Source: an optimization exercise on an open RTL-to-GDS flow (aim: small area, a short achievable clock period and few clock cycles per item). Production flows keep margins and buffers that such runs may drop. At most, simulation tests tie the RTL to the original design; equivalence was not proved. Power and IR drop assume default switching activity.

==> 04-15 <==
==> flow/design.v <==
package noc_pkg;
    localparam int num_ports   = 4;
    localparam int num_sources = num_ports - 1;
    localparam int fifo_depth  = 8;
    localparam int fifo_ptr_w  = $clog2(fifo_depth);
    localparam int fifo_cnt_w  = fifo_ptr_w + 1;
    typedef logic [7:0] byte_t;
    typedef logic [3:0] node_t;
    typedef logic [1:0] port_t;
    typedef struct packed {
        node_t       src;
        node_t       dest;
        logic [23:0] data;
    } pkt_t;
    function automatic port_t route_port(input int router_id, input node_t dest);
        port_t p;
        p = 2'd0;
        if (router_id == 0) begin
            case (dest)
                4'd0:    p = 2'd0;
                4'd1:    p = 2'd2;
                4'd2:    p = 2'd3;
                default: p = 2'd1;
            endcase
        end else begin
            case (dest)
                4'd3:    p = 2'd0;
                4'd4:    p = 2'd1;
                4'd5:    p = 2'd2;
                default: p = 2'd3;
            endcase
        end
        route_port = p;
    endfunction
    function automatic port_t queue_slot(input port_t arrival, input port_t out_port);
        queue_slot = (arrival < out_port) ? arrival : port_t'(arrival - 2'd1);
    endfunction
    function automatic int dest_count(input int router_id, input int out_port);
        int n;
        n = 0;
        for (int d = 0; d < 16; d++) begin
            if (int'(route_port(router_id, node_t'(d))) == out_port) n = n + 1;
        end
        dest_count = n;
    endfunction
    function automatic int dest_first(input int router_id, input int out_port);
        int f;
        f = 0;
        for (int d = 15; d >= 0; d--) begin
            if (int'(route_port(router_id, node_t'(d))) == out_port) f = d;
        end
        dest_first = f;
    endfunction
endpackage
`timescale 1ns/1ps
module packet_fifo #(
    parameter bit       dest_fixed = 1'b0,
    parameter bit [3:0] dest_value = 4'd0
) (
    input  logic        clock,
    input  logic        reset_n,
    input  logic [31:0] data_in,
    input  logic        write,       
    input  logic        pop,         
    output logic        can_write,   
    output logic        can_read,    
    output logic [31:0] data_out,    
    output logic        nonempty,
    output logic        full,
    output logic        almost_full  
);
    localparam int depth = noc_pkg::fifo_depth;
    localparam int pw    = noc_pkg::fifo_ptr_w;
    logic [pw-1:0] wr_pos;
    logic [pw-1:0] rd_pos;
    logic [pw:0]   count;
    assign nonempty    = (count != '0);
    assign full        = count[pw];
    assign almost_full = (count == pw'(depth - 1));
    assign can_write   = !full && (wr_pos[1:0] == 2'd3);
    assign can_read    = nonempty && (rd_pos[1:0] == 2'd3);
    always_ff @(posedge clock, negedge reset_n) begin
        if (!reset_n) begin
            wr_pos <= '0;
            rd_pos <= '0;
            count  <= '0;
        end else begin
            if (!write) wr_pos <= wr_pos + 1'b1;
            if (!pop)   rd_pos <= rd_pos + 1'b1;
            if (write && !pop)      count <= count + 1'b1;
            else if (pop && !write) count <= count - 1'b1;
        end
    end
    localparam int sw = dest_fixed ? 28 : 32;
    logic [sw-1:0] ring [depth];
    logic [sw-1:0] din;
    logic [sw-1:0] dout;
    if (dest_fixed) begin : g_fixed
        assign din      = {data_in[31:28], data_in[23:0]};
        assign data_out = {dout[27:24], dest_value, dout[23:0]};
    end else begin : g_stored
        assign din      = data_in;
        assign data_out = dout;
    end
    always_ff @(posedge clock) begin
        for (int i = 0; i < depth; i++) begin
            if (i == 0)
                ring[i] <= (write && wr_pos[2]) ? din : ring[depth - 1];
            else if (i == depth / 2)
                ring[i] <= (write && !wr_pos[2]) ? din : ring[i - 1];
            else
                ring[i] <= ring[i - 1];
        end
    end
    assign dout = rd_pos[2] ? ring[depth - 1] : ring[depth / 2 - 1];
endmodule
`timescale 1ns/1ps
module input_port #(
    parameter int router_id  = 0,
    parameter int port_index = 0
) (
    input  logic  clock,
    input  logic  reset_n,
    input  logic  put_inbound,
    input  noc_pkg::byte_t payload_inbound,
    input  logic [noc_pkg::num_ports-1:0] queue_can_write,    
    input  logic [noc_pkg::num_ports-1:0] queue_full,
    input  logic [noc_pkg::num_ports-1:0] queue_almost_full,
    output logic  free_inbound,
    output logic [31:0] packet,
    output logic [noc_pkg::num_ports-1:0] write               
);
    localparam int np = noc_pkg::num_ports;
    logic [1:0]    cnt;         
    logic [23:0]   upper;       
    logic          held;        
    logic [np-1:0] route;       
    logic [np-1:0] route_new;   
    logic          wr;
    logic          room_new;
    logic          free_q;
    assign free_inbound = free_q;
    always_comb begin
        route_new = '0;
        route_new[noc_pkg::route_port(router_id, upper[19:16])] = 1'b1;
        route_new[port_index] = 1'b0;
    end
    assign wr    = held && |(route & queue_can_write);
    assign write = wr ? route : '0;
    assign room_new = !(|(route_new & queue_full) ||
                        (held && |(route_new & route & queue_almost_full)));
    always_ff @(posedge clock, negedge reset_n) begin
        if (!reset_n) begin
            cnt    <= '0;
            held   <= 1'b0;
            route  <= '0;
            free_q <= 1'b1;
        end else begin
            if (wr) held <= 1'b0;
            if (cnt == 2'd0) begin
                if (put_inbound && free_q) begin
                    cnt    <= 2'd3;
                    free_q <= 1'b0;
                end else begin
                    free_q <= !held || !(|(route & queue_full));
                end
            end else begin
                cnt <= cnt - 1'b1;
                if (cnt == 2'd1) begin
                    if (|route_new) begin
                        held  <= 1'b1;
                        route <= route_new;
                    end
                    free_q <= !(|route_new) || room_new;
                end
            end
        end
    end
    always_ff @(posedge clock) begin
        upper <= {upper[15:0], payload_inbound};
        if (cnt == 2'd1) packet <= {upper, payload_inbound};
    end
endmodule
`timescale 1ns/1ps
module output_port #(
    parameter bit       dest_fixed = 1'b0,
    parameter bit [3:0] dest_value = 4'd0
) (
    input  logic                         clock,
    input  logic                         reset_n,
    input  logic                         free_outbound,
    input  logic [noc_pkg::num_sources-1:0]        queue_nonempty,
    input  logic [noc_pkg::num_sources-1:0]        queue_can_read,
    input  logic [noc_pkg::num_sources-1:0][31:0]  queue_data,
    output logic [noc_pkg::num_sources-1:0]        queue_pop,
    output logic                         put_outbound,
    output noc_pkg::byte_t                        payload_outbound
);
    localparam int ns = noc_pkg::num_sources;
    logic [ns-1:0] last;      
    logic [ns-1:0] pick;      
    logic [31:0]   pick_data;
    logic          fill;
    logic          start;
    logic          pf_valid;
    logic [31:0]   pf;
    logic [1:0]    bcnt;      
    logic          put_q;
    logic [31:0]   tx;
    assign put_outbound     = put_q;
    assign payload_outbound = tx[31:24];
    always_comb begin
        pick = '0;
        for (int k = ns; k >= 1; k--) begin
            for (int j = 0; j < ns; j++) begin
                if (last[j] && queue_nonempty[(j + k) % ns]) begin
                    pick = '0;
                    pick[(j + k) % ns] = 1'b1;
                end
            end
        end
    end
    always_comb begin
        pick_data = '0;
        for (int j = 0; j < ns; j++) pick_data |= pick[j] ? queue_data[j] : 32'h0;
    end
    assign start     = (bcnt == 2'd0) && free_outbound && pf_valid;
    assign fill      = |(pick & queue_can_read) && (!pf_valid || start);
    assign queue_pop = fill ? pick : '0;
    always_ff @(posedge clock, negedge reset_n) begin
        if (!reset_n) begin
            last     <= ns'(1) << (ns - 1);
            pf_valid <= 1'b0;
            bcnt     <= '0;
            put_q    <= 1'b0;
        end else begin
            put_q <= start;
            if (fill) begin
                last     <= pick;
                pf_valid <= 1'b1;
            end else if (start) begin
                pf_valid <= 1'b0;
            end
            if (start)              bcnt <= 2'd3;
            else if (bcnt != 2'd0)  bcnt <= bcnt - 1'b1;
        end
    end
    always_ff @(posedge clock) begin
        if (fill) begin
            pf[31:28] <= pick_data[31:28];
            pf[23:0]  <= pick_data[23:0];
        end
        tx <= start ? pf : {tx[23:0], 8'h00};
    end
    if (dest_fixed) begin : g_fixed
        assign pf[27:24] = dest_value;
    end else begin : g_stored
        always_ff @(posedge clock) begin
            if (fill) pf[27:24] <= pick_data[27:24];
        end
    end
endmodule
`timescale 1ns/1ps
module noc_router #(
    parameter int router_id = 0
) (
    input  logic                    clock,
    input  logic                    reset_n,
    input  logic  [noc_pkg::num_ports-1:0]   put_inbound,
    input  noc_pkg::byte_t [noc_pkg::num_ports-1:0]   payload_inbound,
    input  logic  [noc_pkg::num_ports-1:0]   free_outbound,
    output logic  [noc_pkg::num_ports-1:0]   free_inbound,
    output logic  [noc_pkg::num_ports-1:0]   put_outbound,
    output noc_pkg::byte_t [noc_pkg::num_ports-1:0]   payload_outbound
);
    localparam int np = noc_pkg::num_ports;
    localparam int ns = noc_pkg::num_sources;
    logic [np-1:0][31:0]   in_packet;
    logic [np-1:0][np-1:0] in_write;
    logic [np-1:0][np-1:0] in_can_write;
    logic [np-1:0][np-1:0] in_full;
    logic [np-1:0][np-1:0] in_almost_full;
    logic [np-1:0][ns-1:0]       q_nonempty;
    logic [np-1:0][ns-1:0]       q_can_read;
    logic [np-1:0][ns-1:0]       q_pop;
    logic [np-1:0][ns-1:0][31:0] q_data;
    for (genvar i = 0; i < np; i++) begin : g_in
        input_port #(
            .router_id  (router_id),
            .port_index (i)
        ) i_input_port (
            .clock             (clock),
            .reset_n           (reset_n),
            .put_inbound       (put_inbound[i]),
            .payload_inbound   (payload_inbound[i]),
            .queue_can_write   (in_can_write[i]),
            .queue_full        (in_full[i]),
            .queue_almost_full (in_almost_full[i]),
            .free_inbound      (free_inbound[i]),
            .packet            (in_packet[i]),
            .write             (in_write[i])
        );
    end
    for (genvar o = 0; o < np; o++) begin : g_out
        localparam bit fixed = (noc_pkg::dest_count(router_id, o) == 1);
        localparam bit [3:0] dval = 4'(noc_pkg::dest_first(router_id, o));
        assign in_can_write[o][o]   = 1'b0;
        assign in_full[o][o]        = 1'b0;
        assign in_almost_full[o][o] = 1'b0;
        for (genvar s = 0; s < ns; s++) begin : g_slot
            localparam int src = (s < o) ? s : s + 1;
            logic full;
            logic almost_full;
            assign in_full[src][o]        = full;
            assign in_almost_full[src][o] = almost_full;
            packet_fifo #(
                .dest_fixed (fixed),
                .dest_value (dval)
            ) i_packet_fifo (
                .clock       (clock),
                .reset_n     (reset_n),
                .data_in     (in_packet[src]),
                .write       (in_write[src][o]),
                .pop         (q_pop[o][s]),
                .can_write   (in_can_write[src][o]),
                .can_read    (q_can_read[o][s]),
                .data_out    (q_data[o][s]),
                .nonempty    (q_nonempty[o][s]),
                .full        (full),
                .almost_full (almost_full)
            );
        end
        output_port #(
            .dest_fixed (fixed),
            .dest_value (dval)
        ) i_output_port (
            .clock            (clock),
            .reset_n          (reset_n),
            .free_outbound    (free_outbound[o]),
            .queue_nonempty   (q_nonempty[o]),
            .queue_can_read   (q_can_read[o]),
            .queue_data       (q_data[o]),
            .queue_pop        (q_pop[o]),
            .put_outbound     (put_outbound[o]),
            .payload_outbound (payload_outbound[o])
        );
    end
endmodule
==> flow/run.sh <==
#!/bin/bash
# synth_recipe.tcl (not shown) runs the flow's synth.tcl, then flattens the netlist and writes it again
# the make line also repeats each setting of config.mk as NAME=value (left out here)
make -C /OpenROAD-flow-scripts/flow DESIGN_CONFIG=/design/flow/config.mk WORK_HOME=/design/flow/orfs CLKGATE_MAP_FILE= SYNTH_SCRIPT=/design/flow/synth_recipe.tcl finish
==> flow/config.mk <==
export PLATFORM = sky130hd
export DESIGN_NAME = noc_router
export DESIGN_NICKNAME = noc_router
export VERILOG_FILES = /design/flow/design.v
export SDC_FILE = /design/flow/constraint.sdc
export NUM_CORES = 4
export LEC_CHECK = 0
export ABC_CLOCK_PERIOD_IN_PS = 2500
export CAP_MARGIN = 20
export CORE_MARGIN = 2
export CORE_UTILIZATION = 50
export SETUP_SLACK_MARGIN = 3.0
export SLEW_MARGIN = 20
==> flow/constraint.sdc <==
create_clock -name core_clock -period 5.5 [get_ports {clock}]
set_input_delay 1.1000 -clock core_clock [delete_from_list [all_inputs] [get_ports {clock}]]
set_output_delay 1.1000 -clock core_clock [all_outputs]
set_load 0.01 [all_outputs]
==> 02-10 (differences from 04-15) <==
--- a/flow/design.v
+++ b/flow/design.v
@@ -75,8 +75,16 @@
     logic [pw-1:0] rd_pos;
-    logic [pw:0]   count;
-    assign nonempty    = (count != '0);
-    assign full        = count[pw];
-    assign almost_full = (count == pw'(depth - 1));
-    assign can_write   = !full && (wr_pos[1:0] == 2'd3);
-    assign can_read    = nonempty && (rd_pos[1:0] == 2'd3);
+    logic [pw-1:0] diff;       
+    logic          ne_q;       
+    logic          full_q;     
+    logic          af_q;       
+    logic          inc;
+    logic          dec;
+    assign nonempty    = ne_q;
+    assign full        = full_q;
+    assign almost_full = af_q;
+    assign can_write   = !full_q && (wr_pos[1:0] == 2'd3);
+    assign can_read    = ne_q && (rd_pos[1:0] == 2'd3);
+    assign diff = rd_pos - wr_pos;
+    assign inc = write && !pop;
+    assign dec = pop && !write;
     always_ff @(posedge clock, negedge reset_n) begin
@@ -85,3 +93,5 @@
             rd_pos <= '0;
-            count  <= '0;
+            ne_q   <= 1'b0;
+            full_q <= 1'b0;
+            af_q   <= 1'b0;
         end else begin
@@ -89,4 +99,11 @@
             if (!pop)   rd_pos <= rd_pos + 1'b1;
-            if (write && !pop)      count <= count + 1'b1;
-            else if (pop && !write) count <= count - 1'b1;
+            if (inc) begin
+                ne_q   <= 1'b1;
+                full_q <= af_q;
+                af_q   <= (diff == pw'(depth - 2));
+            end else if (dec) begin
+                ne_q   <= (diff != pw'(1));
+                full_q <= 1'b0;
+                af_q   <= full_q;
+            end
         end
@@ -252,3 +269,4 @@
         end
-        tx <= start ? pf : {tx[23:0], 8'h00};
+        tx[31:8] <= start ? pf[31:8] : tx[23:0];
+        tx[7:0]  <= pf[7:0];
     end
Settings changed: CTS_CLUSTER_DIAMETER set to 100, CTS_CLUSTER_SIZE set to 30.
==> comparison table <==
metric                                                                   02-10                                      04-15
Cts bufs inserted                                                          132                                        335
Sequential area share after synthesis                                   78.22%                                     77.87%
Wire length on met1                                                   93730 um                                   99320 um
Met2 capacity usage during global routing                               31.92%                                     33.76%
Sequential cell area                                                 71600 um2                                  71960 um2
Area of the multi-input gates                                        18950 um2                                  20460 um2
Internal power contribution                                           41.12 mW                                   50.39 mW
Number of filler instances in the final layout                           14580                                      13830
Critical path startpoint                           g_in[1].i_input_port.free_q  g_out[3].g_slot[0].i_packet_fifo.count[1]
Global-route wire length before repair                               275100 um                                  298000 um
Total non-filler cell area in the finished layout                    99430 um2                                 109900 um2
Critical Path Slowest Stage Cell                      sky130_fd_sc_hd__dfstp_2                     sky130_fd_sc_hd__or4_4
Status                                                timing/DRC/antenna clean                   timing/DRC/antenna clean
Power attributed to sequential cells                                   35.7 mW                                    35.6 mW
Testbench counts of 02-10, summed over its fixed seeds: cycles 7,325, items 6,400.
The RTL of 04-15 was laid out without a check of its function.

==> separate check: timing with driven ports <==
How much do the figures lean on ideal ports? The routed layouts below were timed once more, with nothing changed but the port constraints.
Step 1 assumes that a clkbuf_16 drives the clock port and a buf_2 every other input.
Step 2 also shifts input and output timing later by t, the mid clock arrival at the registers, as if the neighbouring blocks saw the same clock.
Slacks: no drivers / after step 1 / after step 2; pairs: no drivers / after step 1.
run | t, ns | setup slack, ns | worst setup path after step 2 | clock arrival spread, ns | cell pins on the clock port's net
04-15 | 1.002 | 2.447 / 2.447 / 1.786 | input to register | 0.065 / 0.065 | 1
02-10 | 0.874 | 2.861 / 2.784 / 2.306 | input to register | 0.051 / 0.050 | 1
After both steps setup and hold are still met in every run listed. The setup slack of 04-15, which loses most, moves by 0.000 ns with the drivers and by -0.661 ns with both steps.
